Source: an optimization exercise on an open RTL-to-GDS flow (aim: small area). Production flows keep margins and buffers that such runs may drop. Only simulation tests tie the RTL to the original design; equivalence was not proved. No activity file was given, so power comes from the tool's default toggle rates.

==> juniper <==
Design reg_debug_tracker, start of the top module:
module reg_debug_tracker #(
  parameter int HOLD_FRAMES = 4,
  parameter int HOLD_W      = $clog2(HOLD_FRAMES + 1)
) (
  input  logic                 clk,
  input  logic                 reset,
  input  logic                 wb_we,
  input  logic [dbg_pkg::IDX_W-1:0] wb_rd,
  input  logic [dbg_pkg::XLEN-1:0]  wb_data,
  input  logic                 frame_start,
  input  logic                 freeze,
  output logic [dbg_pkg::NUM_REGS*dbg_pkg::XLEN-1:0] regs_out,
  output logic [dbg_pkg::NUM_REGS-1:0] changed_mask,
  output logic                 busy
);
==> module reg_debug_tracker, before the edit <==
module reg_debug_tracker #(
  parameter int HOLD_FRAMES = 4,
  parameter int HOLD_W      = $clog2(HOLD_FRAMES + 1)
) (
  input  logic                 clk,
  input  logic                 reset,
  input  logic                 wb_we,
  input  logic [dbg_pkg::IDX_W-1:0] wb_rd,
  input  logic [dbg_pkg::XLEN-1:0]  wb_data,
  input  logic                 frame_start,
  input  logic                 freeze,
  output logic [dbg_pkg::NUM_REGS*dbg_pkg::XLEN-1:0] regs_out,
  output logic [dbg_pkg::NUM_REGS-1:0] changed_mask,
  output logic                 busy
);
  localparam logic [HOLD_W-1:0] HOLD_LOAD = HOLD_W'(HOLD_FRAMES);
  dbg_pkg::trk_state_t        state;
  dbg_pkg::reg_idx_t          idx;        
  dbg_pkg::word_t             snap [1:NUM_REGS-1];  
  assign regs_out[XLEN-1:0] = '0;
  for (genvar g = 1; g < NUM_REGS; g++) begin : g_regs_out
    assign regs_out[XLEN*g +: XLEN] = snap[g];
  end
  logic frozen;
  assign frozen = freeze;
  logic wb_accept;
  logic frame_accept;
  assign wb_accept    = (state != INIT) && wb_we && (wb_rd != '0);
  assign frame_accept = (state == IDLE) && frame_start && !frozen;
  logic              pw_v;
  dbg_pkg::reg_idx_t pw_a;
  dbg_pkg::word_t    pw_d;
  logic [NUM_REGS*XLEN-1:0] shadow;
  logic [NUM_REGS-1:0]      idx_hit;    
  logic [NUM_REGS-1:0]      sweep_clr;
  always_ff @(posedge clk) begin
    pw_v <= wb_accept;
    pw_a <= wb_rd;
    pw_d <= wb_data;
  end
  for (genvar k = 0; k < NUM_REGS; k++) begin : g_idx_hit
    assign idx_hit[k]   = (idx == k);
    assign sweep_clr[k] = (state == INIT) && idx_hit[k];
  end
  reg_shadow_ram u_ram (
    .clk   (clk),
    .we    (pw_v),
    .waddr (pw_a),
    .wdata (pw_d),
    .clr   (sweep_clr),
    .words (shadow)
  );
  always_ff @(posedge clk) begin
    if (reset) begin
      state   <= INIT;
      idx     <= '0;
      busy    <= 1'b1;
    end else begin
      unique case (state)
        INIT: begin
          if (idx == LAST_IDX) begin
            state <= IDLE;
            idx   <= '0;
            busy  <= 1'b0;
          end else begin
            idx <= idx + 1'b1;
          end
        end
        IDLE: begin
          if (frame_accept) begin
            state   <= PRIME;
            idx     <= '0;
            busy    <= 1'b1;
          end
        end
        PRIME: begin
          state   <= COPY;
        end
        COPY: begin
          if (idx == LAST_IDX) begin
            state <= IDLE;
            idx   <= '0;
            busy  <= 1'b0;
          end else begin
            idx <= idx + 1'b1;
          end
        end
        default: begin
          state <= INIT;
          idx   <= '0;
          busy  <= 1'b1;
        end
      endcase
    end
  end
  for (genvar k = 1; k < NUM_REGS; k++) begin : g_snap
    logic           ld, ld_ok, hd_ok;
    dbg_pkg::word_t ld_v, hd_v;
    assign ld    = (state == COPY) && idx_hit[k];
    assign ld_ok = !reset && ld;
    assign hd_ok = !reset && !ld;
    assign ld_v  = {XLEN{ld_ok}};
    assign hd_v  = {XLEN{hd_ok}};
    always_ff @(posedge clk) begin
      snap[k] <= (ld_v & shadow[XLEN*k +: XLEN]) | (hd_v & snap[k]);
    end
  end
  logic run, f_run, nf_run, w_run;    
  assign run    = !reset;
  assign f_run  = frame_accept && run;
  assign nf_run = !frame_accept && run;
  assign w_run  = wb_accept && run;
  logic [2:0] hs [1:NUM_REGS-1];
  assign changed_mask[0] = 1'b0;
  for (genvar i = 1; i < NUM_REGS; i++) begin : g_hs
    logic w, t1, t2;
    assign w  = w_run && (wb_rd == i);
    assign t1 = (f_run & hs[i][1]) | (nf_run & hs[i][2]);
    assign t2 = (f_run & hs[i][0]) | (nf_run & hs[i][1]);
    assign changed_mask[i] = hs[i][2] | hs[i][1];
    always_ff @(posedge clk) begin
      hs[i] <= {t1 | (w & t2),
                t2 & !w,
                w | (hs[i][0] & run & !(frame_accept & hs[i][2] & hs[i][1]))};
    end
  end
endmodule
==> module reg_shadow_ram, before the edit <==
module reg_shadow_ram (
  input  logic              clk,
  input  logic              we,
  input  dbg_pkg::reg_idx_t waddr,
  input  dbg_pkg::word_t    wdata,
  input  logic [dbg_pkg::NUM_REGS-1:0] clr,
  output logic [dbg_pkg::NUM_REGS*dbg_pkg::XLEN-1:0] words
);
  dbg_pkg::word_t mem [1:NUM_REGS-1];
  assign words[XLEN-1:0] = '0;
  for (genvar k = 1; k < NUM_REGS; k++) begin : g_word
    logic           sel, hold;
    dbg_pkg::word_t sel_v, hold_v;
    assign sel    = we && (waddr == k);
    assign hold   = !sel && !clr[k];
    assign sel_v  = {XLEN{sel}};
    assign hold_v = {XLEN{hold}};
    always_ff @(posedge clk) begin
      mem[k] <= (sel_v & wdata) | (hold_v & mem[k]);
    end
    assign words[XLEN*k +: XLEN] = mem[k];
  end
endmodule
Settings: LEC_CHECK=0, CAP_MARGIN=20, CORE_MARGIN=2, CORE_UTILIZATION=60, PLACE_DENSITY=0.7, SLEW_MARGIN=20; clock period 5.0 ns.
standard.sh (not shown) runs the stock make flow with config.mk's settings and CLKGATE_MAP_FILE= SYNTH_SCRIPT=/design/flow/synth_recipe.tcl, a recipe that flattens the netlist after the stock synthesis.
==> flow/flow/run.sh <==
#!/bin/bash
# Standard ORFS layout (the standard.sh, unchanged synthesis), with two changes:
#  - port buffers are the smallest buffer, sky130_fd_sc_hd__buf_1, instead of the cell
#    buffer_ports picks by default;
#  - clock tree synthesis runs without dummy loads.
# make's full output goes to flow.log in the work folder; ORFS keeps each step's log under
# orfs/logs/.
set -euo pipefail
bash standard.sh \
  "BUFFER_PORTS_ARGS=-buffer_cell sky130_fd_sc_hd__buf_1" \
  "CTS_ARGS=-sink_clustering_enable -repair_clock_nets -dont_use_dummy_load -buf_list {sky130_fd_sc_hd__clkbuf_4 sky130_fd_sc_hd__clkbuf_8} -sink_clustering_size 20 -sink_clustering_max_diameter 50" \
  finish > flow.log 2>&1
==> quartz: changes against juniper <==
--- a/flow/design.v
+++ b/flow/design.v
@@ -145,21 +145,30 @@
     end
   end
-  logic run, f_run, nf_run, w_run;    
-  assign run    = !reset;
-  assign f_run  = frame_accept && run;
-  assign nf_run = !frame_accept && run;
-  assign w_run  = wb_accept && run;
+  localparam logic [2:0] HS_IDLE = 3'b000, HS_NEW = 3'b001, HS_HOLD = 3'b101;
   logic [2:0] hs [1:NUM_REGS-1];
+  function automatic logic [2:0] hs_next(input logic [2:0] s, input logic w, input logic f);
+    logic nz;    
+    nz = (s != HS_IDLE) && (s != 3'b100);
+    if (w) begin
+      if (f) hs_next = nz ? HS_HOLD : HS_NEW;
+      else   hs_next = (s[2] | s[1]) ? HS_HOLD : HS_NEW;
+    end else if (f) begin
+      case (s)
+        HS_NEW, HS_HOLD: hs_next = 3'b011;
+        3'b011:          hs_next = 3'b111;
+        3'b111:          hs_next = 3'b110;
+        3'b110:          hs_next = 3'b100;
+        default:         hs_next = HS_IDLE;
+      endcase
+    end else begin
+      hs_next = s;
+    end
+  endfunction
   assign changed_mask[0] = 1'b0;
   for (genvar i = 1; i < NUM_REGS; i++) begin : g_hs
-    logic w, t1, t2;
-    assign w  = w_run && (wb_rd == i);
-    assign t1 = (f_run & hs[i][1]) | (nf_run & hs[i][2]);
-    assign t2 = (f_run & hs[i][0]) | (nf_run & hs[i][1]);
     assign changed_mask[i] = hs[i][2] | hs[i][1];
     always_ff @(posedge clk) begin
-      hs[i] <= {t1 | (w & t2),
-                t2 & !w,
-                w | (hs[i][0] & run & !(frame_accept & hs[i][2] & hs[i][1]))};
+      if (reset) hs[i] <= HS_IDLE;
+      else       hs[i] <= hs_next(hs[i], wb_accept && (wb_rd == i), frame_accept);
     end
   end
--- a/flow/flow/run.sh
+++ b/flow/flow/run.sh
@@ -9,4 +9,4 @@
 bash standard.sh \
   "BUFFER_PORTS_ARGS=-buffer_cell sky130_fd_sc_hd__buf_1" \
-  "CTS_ARGS=-sink_clustering_enable -repair_clock_nets -dont_use_dummy_load -buf_list {sky130_fd_sc_hd__clkbuf_4 sky130_fd_sc_hd__clkbuf_8} -sink_clustering_size 20 -sink_clustering_max_diameter 50" \
+  "CTS_ARGS=-sink_clustering_enable -repair_clock_nets -dont_use_dummy_load -buf_list {sky130_fd_sc_hd__clkbuf_2 sky130_fd_sc_hd__clkbuf_4} -sink_clustering_size 20" \
   finish > flow.log 2>&1
- CORE_UTILIZATION: 60 -> 40
- PLACE_DENSITY: 0.7 -> 0.6
==> maple: changes against juniper <==
--- a/flow/design.v
+++ b/flow/design.v
@@ -53,5 +53,4 @@
   output logic                 busy
 );
-  localparam logic [HOLD_W-1:0] HOLD_LOAD = HOLD_W'(HOLD_FRAMES);
   dbg_pkg::trk_state_t        state;
   dbg_pkg::reg_idx_t          idx;        
==> flow/flow/run.sh (replaced) <==
#!/bin/bash
# Standard ORFS layout (the standard.sh, unchanged synthesis), with two changes:
#  - port buffers are the smallest buffer, sky130_fd_sc_hd__buf_1, instead of the cell
#    buffer_ports picks by default;
#  - clock tree synthesis builds the tree from clkbuf_8 only, with sink clusters of at most
#    18 flip-flops within 45 um, and without dummy loads.
# make's full output goes to flow.log in the work folder; ORFS keeps each step's log under
# orfs/logs/.
set -euo pipefail
bash standard.sh \
  "BUFFER_PORTS_ARGS=-buffer_cell sky130_fd_sc_hd__buf_1" \
  "CTS_ARGS=-sink_clustering_enable -repair_clock_nets -dont_use_dummy_load -buf_list {sky130_fd_sc_hd__clkbuf_8} -sink_clustering_size 18 -sink_clustering_max_diameter 45" \
  finish > flow.log 2>&1
- CAP_MARGIN: 20 -> 5
- SLEW_MARGIN: 20 -> 5
==> delta: changes against juniper <==
==> flow/design.v (replaced) <==
package dbg_pkg;
  localparam int NUM_REGS = 32;
  localparam int XLEN     = 32;
  localparam int IDX_W    = $clog2(NUM_REGS);
  typedef enum logic [1:0] {
    INIT,    
    IDLE,    
    PRIME,   
    COPY     
  } trk_state_t;
  typedef logic [XLEN-1:0]  word_t;
  typedef logic [IDX_W-1:0] reg_idx_t;
  localparam reg_idx_t LAST_IDX = reg_idx_t'(NUM_REGS - 1);
endpackage
import dbg_pkg::*;
module reg_shadow_ram (
  input  logic              clk,
  input  logic              we,
  input  dbg_pkg::reg_idx_t waddr,
  input  dbg_pkg::word_t    wdata,
  input  dbg_pkg::reg_idx_t raddr,
  output dbg_pkg::word_t    rdata
);
  dbg_pkg::word_t mem [0:NUM_REGS-1];
  always_ff @(posedge clk) begin
    if (we) begin
      mem[waddr] <= wdata;
    end
    rdata <= mem[raddr];
  end
endmodule
import dbg_pkg::*;
module reg_debug_tracker #(
  parameter int HOLD_FRAMES = 4,
  parameter int HOLD_W      = $clog2(HOLD_FRAMES + 1)
) (
  input  logic                 clk,
  input  logic                 reset,
  input  logic                 wb_we,
  input  logic [dbg_pkg::IDX_W-1:0] wb_rd,
  input  logic [dbg_pkg::XLEN-1:0]  wb_data,
  input  logic                 frame_start,
  input  logic                 freeze,
  output logic [dbg_pkg::NUM_REGS*dbg_pkg::XLEN-1:0] regs_out,
  output logic [dbg_pkg::NUM_REGS-1:0] changed_mask,
  output logic                 busy
);
  localparam logic [HOLD_W-1:0] HOLD_LOAD = HOLD_W'(HOLD_FRAMES);
  dbg_pkg::trk_state_t        state;
  dbg_pkg::reg_idx_t          idx;        
  dbg_pkg::reg_idx_t          rd_addr;    
  logic [HOLD_W-1:0] cnt [NUM_REGS];
  dbg_pkg::word_t             snap [NUM_REGS];  
  for (genvar g = 0; g < NUM_REGS; g++) begin : g_regs_out
    assign regs_out[XLEN*g +: XLEN] = snap[g];
  end
  logic frozen;
  assign frozen = freeze;
  logic wb_accept;
  logic frame_accept;
  assign wb_accept    = (state != INIT) && wb_we && (wb_rd != '0);
  assign frame_accept = (state == IDLE) && frame_start && !frozen;
  logic     ram_we;
  dbg_pkg::reg_idx_t ram_waddr;
  dbg_pkg::word_t    ram_wdata;
  dbg_pkg::word_t    ram_rdata;
  always_comb begin
    ram_we    = wb_accept;
    ram_waddr = wb_rd;
    ram_wdata = wb_data;
    if (state == INIT) begin
      ram_we    = 1'b1;
      ram_waddr = idx;
      ram_wdata = '0;
    end
  end
  reg_shadow_ram u_ram (
    .clk   (clk),
    .we    (ram_we),
    .waddr (ram_waddr),
    .wdata (ram_wdata),
    .raddr (rd_addr),
    .rdata (ram_rdata)
  );
  always_ff @(posedge clk) begin
    if (reset) begin
      state   <= INIT;
      idx     <= '0;
      rd_addr <= '0;
      busy    <= 1'b1;
    end else begin
      unique case (state)
        INIT: begin
          if (idx == LAST_IDX) begin
            state <= IDLE;
            idx   <= '0;
            busy  <= 1'b0;
          end else begin
            idx <= idx + 1'b1;
          end
        end
        IDLE: begin
          if (frame_accept) begin
            state   <= PRIME;
            idx     <= '0;
            rd_addr <= '0;
            busy    <= 1'b1;
          end
        end
        PRIME: begin
          state   <= COPY;
          rd_addr <= rd_addr + 1'b1;
        end
        COPY: begin
          rd_addr <= rd_addr + 1'b1;
          if (idx == LAST_IDX) begin
            state <= IDLE;
            idx   <= '0;
            busy  <= 1'b0;
          end else begin
            idx <= idx + 1'b1;
          end
        end
        default: begin
          state <= INIT;
          idx   <= '0;
          busy  <= 1'b1;
        end
      endcase
    end
  end
  always_ff @(posedge clk) begin
    if (reset) begin
      for (int k = 0; k < NUM_REGS; k++) begin
        snap[k] <= '0;
      end
    end else if (state == COPY) begin
      snap[idx] <= ram_rdata;
    end
  end
  always_ff @(posedge clk) begin
    if (reset) begin
      changed_mask <= '0;
      for (int i = 0; i < NUM_REGS; i++) begin
        cnt[i] <= '0;
      end
    end else begin
      for (int i = 0; i < NUM_REGS; i++) begin
        if (wb_accept && (wb_rd == i)) begin
          cnt[i] <= HOLD_LOAD;
        end else if (frame_accept && (cnt[i] != '0)) begin
          cnt[i] <= cnt[i] - 1'b1;
        end
        if (frame_accept) begin
          changed_mask[i] <= (cnt[i] != '0);
        end
      end
    end
  end
endmodule
==> flow/run.sh (new file) <==
#!/bin/bash
# synth_recipe.tcl (not shown) runs the flow's synth.tcl, then flattens the netlist and writes it again
# the make line also repeats each setting of config.mk as NAME=value (left out here)
make -C /OpenROAD-flow-scripts/flow DESIGN_CONFIG=/design/flow/config.mk WORK_HOME=/design/flow/orfs CLKGATE_MAP_FILE= SYNTH_SCRIPT=/design/flow/synth_recipe.tcl finish
- CORE_UTILIZATION: 60 -> 40
- PLACE_DENSITY: 0.7 -> 0.6
removed: flow/flow/run.sh
removed: flow/standard.sh
==> comparison table <==
item                                                                                  maple                    delta                   juniper                    quartz
Number of library cell types mapped by synthesis                                         44                       60                        44                        48
Detailed-route wire length per cell                                                 32.3 um                  31.2 um                   32.3 um                   29.9 um
Portion of the post-synthesis area used by sequential elements                        0.647                    0.762                     0.647                     0.643
CP Capture Point                                                                 snap[3][5]         u_ram.mem[12][5]               snap[19][1]           changed_mask[5]
Actual slew at the worst max-slew pin                                               1250 ps                  1140 ps                   1200 ps                   1170 ps
Total routed wire length on the met1 layer                                         93000 um                110000 um                  92600 um                 104000 um
Result of the run                                                   complete, no violations  complete, no violations   complete, no violations   complete, no violations
CP max-delay cell                                                  sky130_fd_sc_hd__dfxtp_1  sky130_fd_sc_hd__nor2_4  sky130_fd_sc_hd__dfxtp_1  sky130_fd_sc_hd__dfxtp_1
Total clock network power                                                         0.00818 W                 0.0169 W                 0.00776 W                  0.0113 W
Number of antenna violations at the first check in global routing                         3                       39                         7                        10
Simple-gate share of the synthesized area                                            0.0381                    0.102                    0.0381                    0.0422
Critical path's largest stage delay                                                  960 ps                   940 ps                    970 ps                    350 ps
Clk slew on worst S/H paths                                                          110 ps                    60 ps                    110 ps                     60 ps
Reg2reg path depth                                                                        4                        5                         4                         5
Cell count of the worst hold path                                                         1                        2                         1                         2
CP bufs+invs                                                                              0                        1                         0                         1
Area share of the largest cell type after synthesis                                   0.647                    0.722                     0.647                     0.643
Die extent in x                                                                      335 um                   466 um                    335 um                    410 um
GRT Resource Usage Total                                                              0.419                    0.256                     0.420                     0.299
Total via count after detailed routing                                                51000                    49100                     50900                     52600
Post-detail-place hpwl                                                            159000 um                186000 um                 159000 um                 165000 um
Proportion of power drawn by flip-flops and latches                                   0.646                    0.495                     0.654                     0.587
Global routing usage on met2                                                          0.627                    0.433                     0.623                     0.459
Full die area                                                                   112000 um^2              217000 um^2               112000 um^2               168000 um^2
Combinational power                                                               0.00332 W                0.00641 W                 0.00334 W                 0.00342 W

afterwards: timing with drivers on the ports:
The flow's constraints put no driver on any port. The routed layouts listed below were extracted and timed again, unchanged, in two steps.
Step 1 sets driving cells, clkbuf_16 on the clock port and buf_2 on the other inputs (assumed; they add their load-dependent delay and slew).
Step 2 moves the port delays by t, midway between the first and last clock arrival at a register: inputs arrive t later, outputs are due t later. That takes back most of the time a late clock gives input paths.
a / b / c = ideal ports / drivers / drivers and shift; a / b = the first two.
run | t (ns) | slack for setup (ns) | worst hold slack (ns) | worst setup path after step 2 | slew at the worst register clock pin (ns)
juniper | 0.925 | 1.934 / 1.934 / 1.692 | 0.205 / 0.145 / 0.434 | input to register | 0.12 / 0.12
quartz | 1.460 | 1.766 / 1.679 / 1.312 | 0.261 / 0.197 / 0.325 | input to register | 0.07 / 0.07
maple | 0.945 | 1.954 / 1.954 / 1.687 | 0.183 / 0.121 / 0.407 | input to register | 0.11 / 0.11
delta | 0.931 | 1.556 / 1.556 / 0.709 | 0.434 / 0.384 / 0.483 | input to register | 0.07 / 0.07
After both steps every run listed still meets setup and hold. For delta, which loses most, drivers alone change the setup slack by 0.000 ns; drivers and shift together by -0.847 ns.
